Source: an optimization exercise on an open RTL-to-GDS flow (aim: small area). Production flows keep margins and buffers that such runs may drop. Only simulation tests tie the RTL to the original design; equivalence was not proved. Power is estimated from default activity; no workload was simulated.

## main
Design pipe_reg_file, start of the top module:
module pipe_reg_file
#(
    parameter int DATA_W   = pipe_reg_file_pkg::DEF_DATA_W,
    parameter int NUM_REGS = pipe_reg_file_pkg::DEF_NUM_REGS,
    parameter int NUM_RD   = pipe_reg_file_pkg::DEF_NUM_RD,
    localparam int ADDR_W  = $clog2(NUM_REGS)
) (
    input  logic                           clk,
    input  logic                           rst_n,
    input  logic [NUM_RD-1:0][ADDR_W-1:0]  rd_addr,
    output logic [NUM_RD-1:0][DATA_W-1:0]  rd_data,
    output logic [NUM_RD-1:0]              rd_pending,
    input  logic                           wr_en,
    input  logic [ADDR_W-1:0]              wr_addr,
    input  logic [DATA_W-1:0]              wr_data,
    input  logic                           alloc_en,
    input  logic [ADDR_W-1:0]              alloc_addr,
    input  logic                           flush,
    output logic                           any_pending
);
    logic [DATA_W-1:0]   r_regs [1:NUM_REGS-1];
    logic [NUM_REGS-1:1] r_valid;
    logic [NUM_REGS-1:1] r_pending;
    logic [NUM_REGS-1:1] w_pending_nxt;
    logic [NUM_REGS-1:1] w_wr_dec;
    addr_dec #(.NUM_REGS(NUM_REGS)) u_wr_dec (
        .en   (wr_en),
        .addr (wr_addr),
        .dec  (w_wr_dec)
    );
    always_ff @(posedge clk) begin
  ...
For scale: about 1100 flip-flops, ~120 I/O pins.
export LEC_CHECK = 0
export CAP_MARGIN = 20
export CORE_MARGIN = 2
export CORE_UTILIZATION = 60
export SETUP_SLACK_MARGIN = 0.2
export SLEW_MARGIN = 20
export SYNTH_HIERARCHICAL = 1
create_clock -name core_clock -period 7.0 [get_ports {clk}]
standard.sh (not shown) runs the stock make flow with config.mk's settings and CLKGATE_MAP_FILE= SYNTH_SCRIPT=/design/flow/synth_recipe.tcl, a recipe that flattens the netlist after the stock synthesis.
==> flow/flow/run.sh <==
#!/bin/bash
# Standard layout, with these changes to how it is built:
#  - port buffers are the smallest buffer (buf_1) instead of the tool's pick;
#  - clock tree synthesis inserts no dummy loads, and clusters up to 16 flops
#    within 60 um on each clkbuf_8 leaf buffer.
# All tool output goes to standard.log here and to ORFS's logs under orfs/logs.
set -euo pipefail
CTS="-sink_clustering_enable -repair_clock_nets -dont_use_dummy_load"
CTS="$CTS -buf_list {sky130_fd_sc_hd__clkbuf_8}"
CTS="$CTS -sink_clustering_size 16 -sink_clustering_max_diameter 60"
bash standard.sh \
  "BUFFER_PORTS_ARGS=-buffer_cell sky130_fd_sc_hd__buf_1" \
  "CTS_ARGS=$CTS" \
  finish > standard.log 2>&1
Relative to main, the following input files were edited for the feature branch:
==> flow/flow/run.sh <==
#!/bin/bash
# Standard layout, with three changes to how it is built:
#  - port buffers are the smallest buffer (buf_1) instead of the tool's pick;
#  - clock tree synthesis inserts no dummy loads;
#  - clock tree buffers come from a list of smaller clock buffers.
set -euo pipefail
CTS="-sink_clustering_enable -repair_clock_nets -dont_use_dummy_load -buf_list {sky130_fd_sc_hd__clkbuf_4 sky130_fd_sc_hd__clkbuf_8}"
bash standard.sh \
  "BUFFER_PORTS_ARGS=-buffer_cell sky130_fd_sc_hd__buf_1" \
  "CTS_ARGS=$CTS" \
  finish > standard.log 2>&1
### Flow results
- Comparing the feature branch and main, clock period minus worst slack is higher on the feature branch.
- Delta(clock latency on the worst-skew pair, the feature branch - main) > 0
- Compared with main, the feature branch has less setup slack.

---

Another version of the RTL of pipe_reg_file (not shown whole).
Size in the first run: about 3500 cells after synthesis, about 120 I/O pins, about 41000 um2 of cells after synthesis.
Settings: LEC_CHECK=0, CAP_MARGIN=20, CELL_PAD_IN_SITES_DETAIL_PLACEMENT=1, CORE_MARGIN=2, CORE_UTILIZATION=50, SETUP_SLACK_MARGIN=0.2, SLEW_MARGIN=20, SYNTH_HIERARCHICAL=1; clock period 7.0 ns.
==> flow/flow/run.sh <==
#!/bin/bash
# Standard layout, with these changes to how it is built:
#  - after the standard synthesis, the register hold gates (a2bb2oi), which
#    ABC upsizes to drive strength 2 in isolation, go back to drive strength 1
#    (same function and pins); the resizer still repairs slew and timing later;
#  - from placement on, the repair steps may not use buffers larger than
#    buf_2 (the platform's don't-use list is kept and extended);
#  - port buffers are the smallest buffer (buf_1) instead of the tool's pick;
#  - clock tree synthesis inserts no dummy loads, and clusters up to 16 flops
#    within 60 um on each clkbuf_8 leaf buffer.
# Tool output goes to synth.log, standard.log and ORFS's logs under orfs/logs.
set -euo pipefail
RES="$PWD/orfs/results/$FLOW_PLATFORM/pipe_reg_file/base"
bash standard.sh "$RES/1_2_yosys.v" > synth.log 2>&1
sed -i 's/\bsky130_fd_sc_hd__a2bb2oi_2 /sky130_fd_sc_hd__a2bb2oi_1 /' "$RES/1_2_yosys.v"
grep -c "sky130_fd_sc_hd__a2bb2oi_1 " "$RES/1_2_yosys.v" > downsize.log || true
CTS="-sink_clustering_enable -repair_clock_nets -dont_use_dummy_load"
CTS="$CTS -buf_list {sky130_fd_sc_hd__clkbuf_8}"
CTS="$CTS -sink_clustering_size 16 -sink_clustering_max_diameter 60"
DONT_USE="sky130_fd_sc_hd__probe_p_8 sky130_fd_sc_hd__probec_p_8 sky130_fd_sc_hd__lpflow_bleeder_1 sky130_fd_sc_hd__lpflow_clkbufkapwr_1 sky130_fd_sc_hd__lpflow_clkbufkapwr_16 sky130_fd_sc_hd__lpflow_clkbufkapwr_2 sky130_fd_sc_hd__lpflow_clkbufkapwr_4 sky130_fd_sc_hd__lpflow_clkbufkapwr_8 sky130_fd_sc_hd__lpflow_clkinvkapwr_1 sky130_fd_sc_hd__lpflow_clkinvkapwr_16 sky130_fd_sc_hd__lpflow_clkinvkapwr_2 sky130_fd_sc_hd__lpflow_clkinvkapwr_4 sky130_fd_sc_hd__lpflow_clkinvkapwr_8 sky130_fd_sc_hd__lpflow_decapkapwr_12 sky130_fd_sc_hd__lpflow_decapkapwr_3 sky130_fd_sc_hd__lpflow_decapkapwr_4 sky130_fd_sc_hd__lpflow_decapkapwr_6 sky130_fd_sc_hd__lpflow_decapkapwr_8 sky130_fd_sc_hd__lpflow_inputiso0n_1 sky130_fd_sc_hd__lpflow_inputiso0p_1 sky130_fd_sc_hd__lpflow_inputiso1n_1 sky130_fd_sc_hd__lpflow_inputiso1p_1 sky130_fd_sc_hd__lpflow_inputisolatch_1 sky130_fd_sc_hd__lpflow_isobufsrc_1 sky130_fd_sc_hd__lpflow_isobufsrc_16 sky130_fd_sc_hd__lpflow_isobufsrc_2 sky130_fd_sc_hd__lpflow_isobufsrc_4 sky130_fd_sc_hd__lpflow_isobufsrc_8 sky130_fd_sc_hd__lpflow_isobufsrckapwr_16 sky130_fd_sc_hd__lpflow_lsbuf_lh_hl_isowell_tap_1 sky130_fd_sc_hd__lpflow_lsbuf_lh_hl_isowell_tap_2 sky130_fd_sc_hd__lpflow_lsbuf_lh_hl_isowell_tap_4 sky130_fd_sc_hd__lpflow_lsbuf_lh_isowell_4 sky130_fd_sc_hd__lpflow_lsbuf_lh_isowell_tap_1 sky130_fd_sc_hd__lpflow_lsbuf_lh_isowell_tap_2 sky130_fd_sc_hd__lpflow_lsbuf_lh_isowell_tap_4"
DONT_USE="$DONT_USE sky130_fd_sc_hd__buf_4 sky130_fd_sc_hd__buf_6 sky130_fd_sc_hd__buf_8 sky130_fd_sc_hd__buf_12 sky130_fd_sc_hd__buf_16 sky130_fd_sc_hd__bufbuf_8 sky130_fd_sc_hd__bufbuf_16"
bash standard.sh \
  "DONT_USE_CELLS=$DONT_USE" \
  "BUFFER_PORTS_ARGS=-buffer_cell sky130_fd_sc_hd__buf_1" \
  "CTS_ARGS=$CTS" \
  finish > standard.log 2>&1
Then changed:
- CELL_PAD_IN_SITES_DETAIL_PLACEMENT: 1 -> default
- CORE_UTILIZATION: 50 -> 60
Effect: The changed run finished clean. Via count rises by about 0.9%. Setup slack is better by 9.9 ps. Synthesized area stays the same. Sequential power hardly moves. Die area fell by 16%.
Then changed:
==> flow/flow/run.sh (replaced) <==
#!/bin/bash
# Standard layout, with these changes to how it is built:
#  - after the standard synthesis, the register hold gates (a2bb2oi), which
#    ABC upsizes to drive strength 2 in isolation, go back to drive strength 1
#    (same function and pins); the resizer still repairs slew and timing later;
#  - port buffers are the smallest buffer (buf_1) instead of the tool's pick;
#  - clock tree synthesis inserts no dummy loads, and clusters up to 16 flops
#    within 60 um on each clkbuf_8 leaf buffer.
# Tool output goes to synth.log, standard.log and ORFS's logs under orfs/logs.
set -euo pipefail
RES="$PWD/orfs/results/$FLOW_PLATFORM/pipe_reg_file/base"
bash standard.sh "$RES/1_2_yosys.v" > synth.log 2>&1
sed -i 's/\bsky130_fd_sc_hd__a2bb2oi_2 /sky130_fd_sc_hd__a2bb2oi_1 /' "$RES/1_2_yosys.v"
grep -c "sky130_fd_sc_hd__a2bb2oi_1 " "$RES/1_2_yosys.v" > downsize.log || true
CTS="-sink_clustering_enable -repair_clock_nets -dont_use_dummy_load"
CTS="$CTS -buf_list {sky130_fd_sc_hd__clkbuf_8}"
CTS="$CTS -sink_clustering_size 16 -sink_clustering_max_diameter 60"
bash standard.sh \
  "BUFFER_PORTS_ARGS=-buffer_cell sky130_fd_sc_hd__buf_1" \
  "CTS_ARGS=$CTS" \
  finish > standard.log 2>&1
Result: Sequential share of layout area goes down by 0.25 points. Die area is unchanged. Global-route usage goes up by 2.4 points. Setup slack improves by 66 ps. Area after synthesis does not change. Total power hardly moves. Non-clock buffer count goes down by 72. Synthesized cell count is unchanged. Hold slack improves by 9.8 ps. Clock skew is unchanged.

-- port drivers added, routing unchanged --
The results above use ideal ports. As a check the final layouts listed here were re-extracted and re-timed, cells and wires unchanged. Step 1 (the two cells are an assumption about what drives the block):
set clk [get_ports {clk}]
set_driving_cell -lib_cell sky130_fd_sc_hd__clkbuf_16 $clk
set_driving_cell -lib_cell sky130_fd_sc_hd__buf_2 [delete_from_list [all_inputs] $clk]
Step 2 times the ports against the registers' clock, not the clock port: input delays grow and output delays shrink by t, the midpoint of the rising clock arrivals with the driver on. a / b / c = ideal ports / drivers / drivers and shift; a / b = the first two.
run	t, ns	setup WS [ns]	cell pins on the clock port's net
main	0.757	0.346 / 0.323 / 0.323	1
the feature branch	0.871	0.255 / 0.232 / 0.232	1
the first run of note 2	0.783	0.175 / 0.146 / 0.146	1
the second run of note 2	0.784	0.185 / 0.163 / 0.163	1
the third run of note 2	0.772	0.250 / 0.229 / 0.229	1
After both steps every run listed still meets setup and hold. For the first run of note 2, which loses most, drivers alone change the setup slack by -0.029 ns; drivers and shift together by -0.029 ns.
